Source: an optimization exercise on an open RTL-to-GDS flow (aim: small area, a short achievable clock period and few clock cycles per item). Production flows keep margins and buffers that such runs may drop.
In this exercise RTL edits were held to simulation tests only and were not proved equivalent to the original.
Power is estimated from default activity; no workload was simulated.

==> 10-01 <==
Design hash_search, start of the top module:
module hash_search (
    input  logic                                  clk,
    input  logic                                  reset,
    input  logic                                  load_valid,
    input  logic [hash_search_pkg::pattern_w-1:0] load_data,
    input  logic                                  query_start,
    input  logic [hash_search_pkg::pattern_w-1:0] query_data,
    output logic                                  busy,
    output logic                                  done,
    output logic [1:0]                            match_count,
    output logic [hash_search_pkg::pattern_w-1:0] match0,
    output logic [hash_search_pkg::pattern_w-1:0] match1,
    output logic [hash_search_pkg::pattern_w-1:0] match2,
    output logic [3:0]                            dist0,
    output logic [3:0]                            dist1,
    output logic [3:0]                            dist2
);
    localparam int rw = hash_search_pkg::row_w;
    localparam int fw = hash_search_pkg::fill_w;
    localparam int ew = hash_search_pkg::elem_w;
    localparam int lw = hash_search_pkg::list_w;
    localparam int kw = hash_search_pkg::key_w;
    localparam int ow = kw + 8;     
    localparam int xw = ow + 4;     
    logic          busy_q;
    logic          rank_q;      
    logic          done_q;
    logic          store_full;
    logic [7:0]    store_count;
    logic          load_ok;
    logic          query_ok;
    logic          store_write;
  ...
Settings: LEC_CHECK=0, CAP_MARGIN=20, CELL_PAD_IN_SITES_DETAIL_PLACEMENT=1, CELL_PAD_IN_SITES_GLOBAL_PLACEMENT=2, CORE_MARGIN=2, CORE_UTILIZATION=65, PLACE_DENSITY=0.75, SETUP_SLACK_MARGIN=5, SLEW_MARGIN=20; clock period 10.0 ns.
run.sh (not shown) runs the stock make flow with config.mk's settings and CLKGATE_MAP_FILE= SYNTH_SCRIPT=/design/flow/synth_recipe.tcl, a recipe that flattens the netlist after the stock synthesis.
==> 03-11 (differences from 10-01) <==
CORE_UTILIZATION = 50   (was 65)
PLACE_DENSITY = 0.62   (was 0.75)
==> notes <==
- 03-11 passed the timing, DRC and antenna checks. 10-01 never finished: it broke off in global routing (5_1_grt) (GRT-0232).
- Area after synthesis is the same in 03-11 and 10-01.
- Synthesized cell count is the same in 03-11 and 10-01.
Testbench counts of 10-01, summed over its fixed seeds: cycles 8,795, queries 2,400.
Testbench counts of 03-11, summed over its fixed seeds: cycles 8,795, queries 2,400.

========
==> 11-19: inputs <==
hash_search, a different RTL version from the one above (not shown whole).
clock: 10.0 ns
lec_check: 0
abc_area: 1
cap_margin: 20
cell_pad_in_sites_detail_placement: 0
cell_pad_in_sites_global_placement: 1
core_margin: 2
core_utilization: 50
cts_buf_list: sky130_fd_sc_hd__clkbuf_4 sky130_fd_sc_hd__clkbuf_8
place_density: 0.7
setup_slack_margin: 5
slew_margin: 20
==> 12-09: changes against 11-19 <==
--- a/flow/design.v
+++ b/flow/design.v
@@ -4,17 +4,16 @@
     localparam int nibble_w     = 4;
     localparam int bucket_count = 16;
     localparam int bucket_slots = 16;
     localparam int fill_w       = 5;     
     localparam int row_w        = nibble_w * bucket_slots;
     localparam int key_w        = 5;     
     localparam int elem_w       = key_w + nibble_w;
     localparam int list_w       = 3 * elem_w;
-    localparam int group_count  = 3;     
 endpackage
 `default_nettype wire
 `timescale 1ns/10ps
 `default_nettype none
 module bucket_index (
     input  logic                                    clk,
     input  logic                                    reset,
     input  logic                                    store_write,
@@ -87,33 +86,52 @@
             fill_lo   = fill_lo | ({fw{sel_lo[b]}} & cnt_lo[b]);
             fill_hi   = fill_hi | ({fw{sel_hi[b]}} & cnt_hi[b]);
         end
     end
 endmodule
 `default_nettype wire
 `timescale 1ns/10ps
 `default_nettype none
-module distance_rank (
-    input  logic [17*hash_search_pkg::elem_w-1:0] items,      
+module distance_rank #(
+    parameter bit skip_same = 1'b0     
+) (
+    input  logic [hash_search_pkg::row_w-1:0]     row,
+    input  logic [15:0]                           valid,     
+    input  logic                                  extra_valid,
+    input  logic [hash_search_pkg::nibble_w-1:0]  extra_diff,
     output logic [hash_search_pkg::list_w-1:0]    best,
-    output logic [14:0]                           counts      
+    output logic [14:0]                           counts     
 );                                                           
     localparam int kw = hash_search_pkg::key_w;
     localparam int ew = hash_search_pkg::elem_w;
+    function automatic logic [ew-1:0] elem(input logic valid, input logic [3:0] x);
+        logic [4:0] t;
+        t[0] = |x;
+        t[1] = (x[0] & x[1]) | (x[0] & x[2]) | (x[0] & x[3]) | (x[1] & x[2]) | (x[1] & x[3]) | (x[2] & x[3]);
+        t[2] = (x[0] & x[1] & x[2]) | (x[0] & x[1] & x[3]) | (x[0] & x[2] & x[3]) | (x[1] & x[2] & x[3]);
+        t[3] = &x;
+        t[4] = 1'b0;
+        if (!valid || (skip_same && !t[0]))
+        begin
+            t = '1;
+        end
+        elem = {t, x};
+    endfunction
     function automatic logic beats(input logic [ew-1:0] b, input logic [ew-1:0] a);
         beats = |(a[ew-1:ew-kw] & ~b[ew-1:ew-kw]);
     endfunction
-    logic [ew-1:0] item [17];
+    logic [ew-1:0] item [17];     
     always_comb
     begin
-        for (int k = 0; k < 17; k++)
+        for (int k = 0; k < 16; k++)
         begin
-            item[k] = items[k*ew +: ew];
+            item[k] = elem(valid[15 - k], row[4*(15-k) +: 4]);
         end
+        item[16] = elem(extra_valid, extra_diff);
     end
     logic [3:0] ga0_0;
     logic [3:0] ga0_1;
     logic [3:0] ga0_2;
     logic [3:0] ga0_3;
     logic [3:0] ga0_4;
     logic [ew-1:0] grp0_0;
     logic [ew-1:0] grp0_1;
@@ -400,31 +418,33 @@
     output logic [3:0]                            dist1,
     output logic [3:0]                            dist2
 );
     localparam int rw = hash_search_pkg::row_w;
     localparam int fw = hash_search_pkg::fill_w;
     localparam int ew = hash_search_pkg::elem_w;
     localparam int lw = hash_search_pkg::list_w;
     localparam int kw = hash_search_pkg::key_w;
-    localparam int ng = hash_search_pkg::group_count;
-    localparam int iw = 17 * ew;     
     logic          busy_q;
     logic          rank_q;      
     logic          done_q;
     logic          store_full;
     logic [7:0]    store_count;
     logic          load_ok;
     logic          query_ok;
     logic          store_write;
     logic [rw-1:0] row_lo, row_hi;
     logic [fw-1:0] fill_lo, fill_hi;
-    logic [iw-1:0] items_lo, items_hi;
-    logic [iw-1:0] items_lo_q, items_hi_q;
+    logic [rw-1:0] row_lo_q, row_hi_q;
+    logic [15:0]   valid_lo_q, valid_hi_q;     
     logic [7:0]    key_q;
+    logic          extra_lo_q;     
+    logic          extra_hi_q;
+    logic [7:0]    extra_diff_q;   
+    logic [lw-1:0] best_lo, best_hi;
     assign busy        = busy_q;
     assign done        = done_q;
     assign load_ok     = load_valid && !busy_q;
     assign query_ok    = query_start && !busy_q;
     assign store_write = load_ok && !store_full;
     always_ff @(posedge clk)
     begin
         if (reset)
@@ -458,58 +478,46 @@
         .store_write (store_write),
         .write_data  (load_data),
         .read_key    (query_data),
         .row_lo      (row_lo),
         .row_hi      (row_hi),
         .fill_lo     (fill_lo),
         .fill_hi     (fill_hi)
     );
-    function automatic logic [ew-1:0] elem(input logic valid, input logic [3:0] x, input logic skip_same);
-        logic [4:0] t;
-        t[0] = |x;
-        t[1] = (x[0] & x[1]) | (x[0] & x[2]) | (x[0] & x[3]) | (x[1] & x[2]) | (x[1] & x[3]) | (x[2] & x[3]);
-        t[2] = (x[0] & x[1] & x[2]) | (x[0] & x[1] & x[3]) | (x[0] & x[2] & x[3]) | (x[1] & x[2] & x[3]);
-        t[3] = &x;
-        t[4] = 1'b0;
-        if (!valid || (skip_same && !t[0]))
-        begin
-            t = '1;
-        end
-        elem = {t, x};
-    endfunction
-    always_comb
+    always_ff @(posedge clk)
     begin
+        row_lo_q     <= row_lo ^ {16{query_data[7:4]}};
+        row_hi_q     <= row_hi ^ {16{query_data[3:0]}};
         for (int k = 0; k < 16; k++)
         begin
-            items_lo[k*ew +: ew] = elem(k >= 16 - fill_lo, row_lo[4*(15-k) +: 4] ^ query_data[7:4], 1'b0);
-            items_hi[k*ew +: ew] = elem(k >= 16 - fill_hi, row_hi[4*(15-k) +: 4] ^ query_data[3:0], 1'b1);
+            valid_lo_q[k] <= (k < fill_lo);
+            valid_hi_q[k] <= (k < fill_hi);
         end
-        items_lo[16*ew +: ew] = elem(store_write && (load_data[3:0] == query_data[3:0]) && !fill_lo[fw-1],
-                                     load_data[7:4] ^ query_data[7:4], 1'b0);
-        items_hi[16*ew +: ew] = elem(store_write && (load_data[7:4] == query_data[7:4]) && !fill_hi[fw-1],
-                                     load_data[3:0] ^ query_data[3:0], 1'b1);
-    end
-    always_ff @(posedge clk)
-    begin
-        items_lo_q <= items_lo;
-        items_hi_q <= items_hi;
-        key_q      <= query_data;
-    end
-    logic [lw-1:0] best_lo, best_hi;
-    logic [14:0]   counts_lo, counts_hi;
-    distance_rank u_rank_lo (
-        .items  (items_lo_q),
-        .best   (best_lo),
-        .counts (counts_lo)
+        key_q        <= query_data;
+        extra_lo_q   <= store_write && (load_data[3:0] == query_data[3:0]);
+        extra_hi_q   <= store_write && (load_data[7:4] == query_data[7:4]);
+        extra_diff_q <= load_data ^ query_data;
+    end
+    logic [14:0] counts_lo, counts_hi;
+    distance_rank #(.skip_same(1'b0)) u_rank_lo (
+        .row         (row_lo_q),
+        .valid       (valid_lo_q),
+        .extra_valid (extra_lo_q && !valid_lo_q[15]),
+        .extra_diff  (extra_diff_q[7:4]),
+        .best        (best_lo),
+        .counts      (counts_lo)
     );
-    distance_rank u_rank_hi (
-        .items  (items_hi_q),
-        .best   (best_hi),
-        .counts (counts_hi)
+    distance_rank #(.skip_same(1'b1)) u_rank_hi (
+        .row         (row_hi_q),
+        .valid       (valid_hi_q),
+        .extra_valid (extra_hi_q && !valid_hi_q[15]),
+        .extra_diff  (extra_diff_q[3:0]),
+        .best        (best_hi),
+        .counts      (counts_hi)
     );
     function automatic logic [2:0] add3(input logic [2:0] a, input logic [2:0] b);
         add3[0] = a[0] | b[0];
         add3[1] = a[1] | b[1] | (a[0] & b[0]);
         add3[2] = a[2] | b[2] | (a[1] & b[0]) | (a[0] & b[1]);
     endfunction
     function automatic logic ahead(input logic [14:0] ca, input logic [14:0] cb, input int i, input int j);
         ahead = 1'b0;
==> flow/config.mk (replaced) <==
export PLATFORM = sky130hd
export DESIGN_NAME = hash_search
export DESIGN_NICKNAME = hash_search
export VERILOG_FILES = /design/flow/design.v
export SDC_FILE = /design/flow/constraint.sdc
export NUM_CORES = 4
export LEC_CHECK = 0
export CAP_MARGIN = 20
export CELL_PAD_IN_SITES_DETAIL_PLACEMENT = 1
export CELL_PAD_IN_SITES_GLOBAL_PLACEMENT = 2
export CORE_MARGIN = 2
export CORE_UTILIZATION = 55
export CTS_BUF_LIST = sky130_fd_sc_hd__clkbuf_4 sky130_fd_sc_hd__clkbuf_8
export PLACE_DENSITY = 0.66
export SETUP_SLACK_MARGIN = 5
export SLEW_MARGIN = 20
==> 12-26: changes against 11-19 <==
--- a/flow/design.v
+++ b/flow/design.v
@@ -4,17 +4,16 @@
     localparam int nibble_w     = 4;
     localparam int bucket_count = 16;
     localparam int bucket_slots = 16;
     localparam int fill_w       = 5;     
     localparam int row_w        = nibble_w * bucket_slots;
     localparam int key_w        = 5;     
     localparam int elem_w       = key_w + nibble_w;
     localparam int list_w       = 3 * elem_w;
-    localparam int group_count  = 3;     
 endpackage
 `default_nettype wire
 `timescale 1ns/10ps
 `default_nettype none
 module bucket_index (
     input  logic                                    clk,
     input  logic                                    reset,
     input  logic                                    store_write,
@@ -87,33 +86,52 @@
             fill_lo   = fill_lo | ({fw{sel_lo[b]}} & cnt_lo[b]);
             fill_hi   = fill_hi | ({fw{sel_hi[b]}} & cnt_hi[b]);
         end
     end
 endmodule
 `default_nettype wire
 `timescale 1ns/10ps
 `default_nettype none
-module distance_rank (
-    input  logic [17*hash_search_pkg::elem_w-1:0] items,      
+module distance_rank #(
+    parameter bit skip_same = 1'b0     
+) (
+    input  logic [hash_search_pkg::row_w-1:0]     row,
+    input  logic [15:0]                           valid,     
+    input  logic                                  extra_valid,
+    input  logic [hash_search_pkg::nibble_w-1:0]  extra_diff,
     output logic [hash_search_pkg::list_w-1:0]    best,
-    output logic [14:0]                           counts      
+    output logic [14:0]                           counts     
 );                                                           
     localparam int kw = hash_search_pkg::key_w;
     localparam int ew = hash_search_pkg::elem_w;
+    function automatic logic [ew-1:0] elem(input logic valid, input logic [3:0] x);
+        logic [4:0] t;
+        t[0] = |x;
+        t[1] = (x[0] & x[1]) | (x[0] & x[2]) | (x[0] & x[3]) | (x[1] & x[2]) | (x[1] & x[3]) | (x[2] & x[3]);
+        t[2] = (x[0] & x[1] & x[2]) | (x[0] & x[1] & x[3]) | (x[0] & x[2] & x[3]) | (x[1] & x[2] & x[3]);
+        t[3] = &x;
+        t[4] = 1'b0;
+        if (!valid || (skip_same && !t[0]))
+        begin
+            t = '1;
+        end
+        elem = {t, x};
+    endfunction
     function automatic logic beats(input logic [ew-1:0] b, input logic [ew-1:0] a);
         beats = |(a[ew-1:ew-kw] & ~b[ew-1:ew-kw]);
     endfunction
-    logic [ew-1:0] item [17];
+    logic [ew-1:0] item [17];     
     always_comb
     begin
-        for (int k = 0; k < 17; k++)
+        for (int k = 0; k < 16; k++)
         begin
-            item[k] = items[k*ew +: ew];
+            item[k] = elem(valid[15 - k], row[4*(15-k) +: 4]);
         end
+        item[16] = elem(extra_valid, extra_diff);
     end
     logic [3:0] ga0_0;
     logic [3:0] ga0_1;
     logic [3:0] ga0_2;
     logic [3:0] ga0_3;
     logic [3:0] ga0_4;
     logic [ew-1:0] grp0_0;
     logic [ew-1:0] grp0_1;
@@ -400,31 +418,33 @@
     output logic [3:0]                            dist1,
     output logic [3:0]                            dist2
 );
     localparam int rw = hash_search_pkg::row_w;
     localparam int fw = hash_search_pkg::fill_w;
     localparam int ew = hash_search_pkg::elem_w;
     localparam int lw = hash_search_pkg::list_w;
     localparam int kw = hash_search_pkg::key_w;
-    localparam int ng = hash_search_pkg::group_count;
-    localparam int iw = 17 * ew;     
     logic          busy_q;
     logic          rank_q;      
     logic          done_q;
     logic          store_full;
     logic [7:0]    store_count;
     logic          load_ok;
     logic          query_ok;
     logic          store_write;
     logic [rw-1:0] row_lo, row_hi;
     logic [fw-1:0] fill_lo, fill_hi;
-    logic [iw-1:0] items_lo, items_hi;
-    logic [iw-1:0] items_lo_q, items_hi_q;
+    logic [rw-1:0] row_lo_q, row_hi_q;
+    logic [15:0]   valid_lo_q, valid_hi_q;     
     logic [7:0]    key_q;
+    logic          extra_lo_q;     
+    logic          extra_hi_q;
+    logic [7:0]    extra_diff_q;   
+    logic [lw-1:0] best_lo, best_hi;
     assign busy        = busy_q;
     assign done        = done_q;
     assign load_ok     = load_valid && !busy_q;
     assign query_ok    = query_start && !busy_q;
     assign store_write = load_ok && !store_full;
     always_ff @(posedge clk)
     begin
         if (reset)
@@ -458,58 +478,46 @@
         .store_write (store_write),
         .write_data  (load_data),
         .read_key    (query_data),
         .row_lo      (row_lo),
         .row_hi      (row_hi),
         .fill_lo     (fill_lo),
         .fill_hi     (fill_hi)
     );
-    function automatic logic [ew-1:0] elem(input logic valid, input logic [3:0] x, input logic skip_same);
-        logic [4:0] t;
-        t[0] = |x;
-        t[1] = (x[0] & x[1]) | (x[0] & x[2]) | (x[0] & x[3]) | (x[1] & x[2]) | (x[1] & x[3]) | (x[2] & x[3]);
-        t[2] = (x[0] & x[1] & x[2]) | (x[0] & x[1] & x[3]) | (x[0] & x[2] & x[3]) | (x[1] & x[2] & x[3]);
-        t[3] = &x;
-        t[4] = 1'b0;
-        if (!valid || (skip_same && !t[0]))
-        begin
-            t = '1;
-        end
-        elem = {t, x};
-    endfunction
-    always_comb
+    always_ff @(posedge clk)
     begin
+        row_lo_q     <= row_lo ^ {16{query_data[7:4]}};
+        row_hi_q     <= row_hi ^ {16{query_data[3:0]}};
         for (int k = 0; k < 16; k++)
         begin
-            items_lo[k*ew +: ew] = elem(k >= 16 - fill_lo, row_lo[4*(15-k) +: 4] ^ query_data[7:4], 1'b0);
-            items_hi[k*ew +: ew] = elem(k >= 16 - fill_hi, row_hi[4*(15-k) +: 4] ^ query_data[3:0], 1'b1);
+            valid_lo_q[k] <= (k < fill_lo);
+            valid_hi_q[k] <= (k < fill_hi);
         end
-        items_lo[16*ew +: ew] = elem(store_write && (load_data[3:0] == query_data[3:0]) && !fill_lo[fw-1],
-                                     load_data[7:4] ^ query_data[7:4], 1'b0);
-        items_hi[16*ew +: ew] = elem(store_write && (load_data[7:4] == query_data[7:4]) && !fill_hi[fw-1],
-                                     load_data[3:0] ^ query_data[3:0], 1'b1);
-    end
-    always_ff @(posedge clk)
-    begin
-        items_lo_q <= items_lo;
-        items_hi_q <= items_hi;
-        key_q      <= query_data;
-    end
-    logic [lw-1:0] best_lo, best_hi;
-    logic [14:0]   counts_lo, counts_hi;
-    distance_rank u_rank_lo (
-        .items  (items_lo_q),
-        .best   (best_lo),
-        .counts (counts_lo)
+        key_q        <= query_data;
+        extra_lo_q   <= store_write && (load_data[3:0] == query_data[3:0]);
+        extra_hi_q   <= store_write && (load_data[7:4] == query_data[7:4]);
+        extra_diff_q <= load_data ^ query_data;
+    end
+    logic [14:0] counts_lo, counts_hi;
+    distance_rank #(.skip_same(1'b0)) u_rank_lo (
+        .row         (row_lo_q),
+        .valid       (valid_lo_q),
+        .extra_valid (extra_lo_q && !valid_lo_q[15]),
+        .extra_diff  (extra_diff_q[7:4]),
+        .best        (best_lo),
+        .counts      (counts_lo)
     );
-    distance_rank u_rank_hi (
-        .items  (items_hi_q),
-        .best   (best_hi),
-        .counts (counts_hi)
+    distance_rank #(.skip_same(1'b1)) u_rank_hi (
+        .row         (row_hi_q),
+        .valid       (valid_hi_q),
+        .extra_valid (extra_hi_q && !valid_hi_q[15]),
+        .extra_diff  (extra_diff_q[3:0]),
+        .best        (best_hi),
+        .counts      (counts_hi)
     );
     function automatic logic [2:0] add3(input logic [2:0] a, input logic [2:0] b);
         add3[0] = a[0] | b[0];
         add3[1] = a[1] | b[1] | (a[0] & b[0]);
         add3[2] = a[2] | b[2] | (a[1] & b[0]) | (a[0] & b[1]);
     endfunction
     function automatic logic ahead(input logic [14:0] ca, input logic [14:0] cb, input int i, input int j);
         ahead = 1'b0;
==> flow/config.mk (replaced) <==
export PLATFORM = sky130hd
export DESIGN_NAME = hash_search
export DESIGN_NICKNAME = hash_search
export VERILOG_FILES = /design/flow/design.v
export SDC_FILE = /design/flow/constraint.sdc
export NUM_CORES = 4
export LEC_CHECK = 0
export CAP_MARGIN = 20
export CELL_PAD_IN_SITES_DETAIL_PLACEMENT = 0
export CELL_PAD_IN_SITES_GLOBAL_PLACEMENT = 1
export CORE_MARGIN = 2
export CORE_UTILIZATION = 50
export CTS_BUF_LIST = sky130_fd_sc_hd__clkbuf_4 sky130_fd_sc_hd__clkbuf_8
export PLACE_DENSITY = 0.7
export SETUP_SLACK_MARGIN = 5
export SLEW_MARGIN = 20
==> comparison <==
Clock-buffer cell count, lowest first: 12-26, 12-09, 11-19. In sequential power, 12-09 and 12-26 hardly differ. In 11-19 the cell count is higher than in 12-26, by 26%. Against 12-09, the clock skew of 12-26 is higher by 7.0 ps.
Testbench counts of 11-19, summed over its fixed seeds: cycles 8,795, queries 2,400.
Testbench counts of 12-09, summed over its fixed seeds: cycles 8,795, queries 2,400.
Testbench counts of 12-26, summed over its fixed seeds: cycles 8,795, queries 2,400.

## separate check: timing with driven ports
How much do the figures lean on ideal ports? The routed layouts below were timed once more, with nothing changed but the port constraints. Step 1 (the two cells are an assumption about what drives the block):
set clk [get_ports {clk}]
set_driving_cell -lib_cell sky130_fd_sc_hd__clkbuf_16 $clk
set_driving_cell -lib_cell sky130_fd_sc_hd__buf_2 [delete_from_list [all_inputs] $clk]
Step 2 also shifts input and output timing later by t, the mid clock arrival at the registers, as if the neighbouring blocks saw the same clock. Three values: ideal, step 1, step 2; two values: the first two.
run | t, ns | setup slack, ns | latest minus earliest clock arrival (ns) | worst register clock-pin slew, ns
03-11 | 0.960 | 4.703 / 4.703 / 4.004 | 0.160 / 0.160 | 0.08 / 0.08
11-19 | 1.176 | 4.982 / 5.041 / 3.865 | 0.158 / 0.158 | 0.08 / 0.08
12-09 | 1.157 | 4.784 / 4.784 / 3.705 | 0.126 / 0.126 | 0.13 / 0.13
12-26 | 1.129 | 4.841 / 4.841 / 3.904 | 0.124 / 0.124 | 0.09 / 0.09
After both steps every run listed still meets setup and hold. The setup slack of 11-19, which loses most, moves by +0.059 ns with the drivers and by -1.117 ns with both steps.
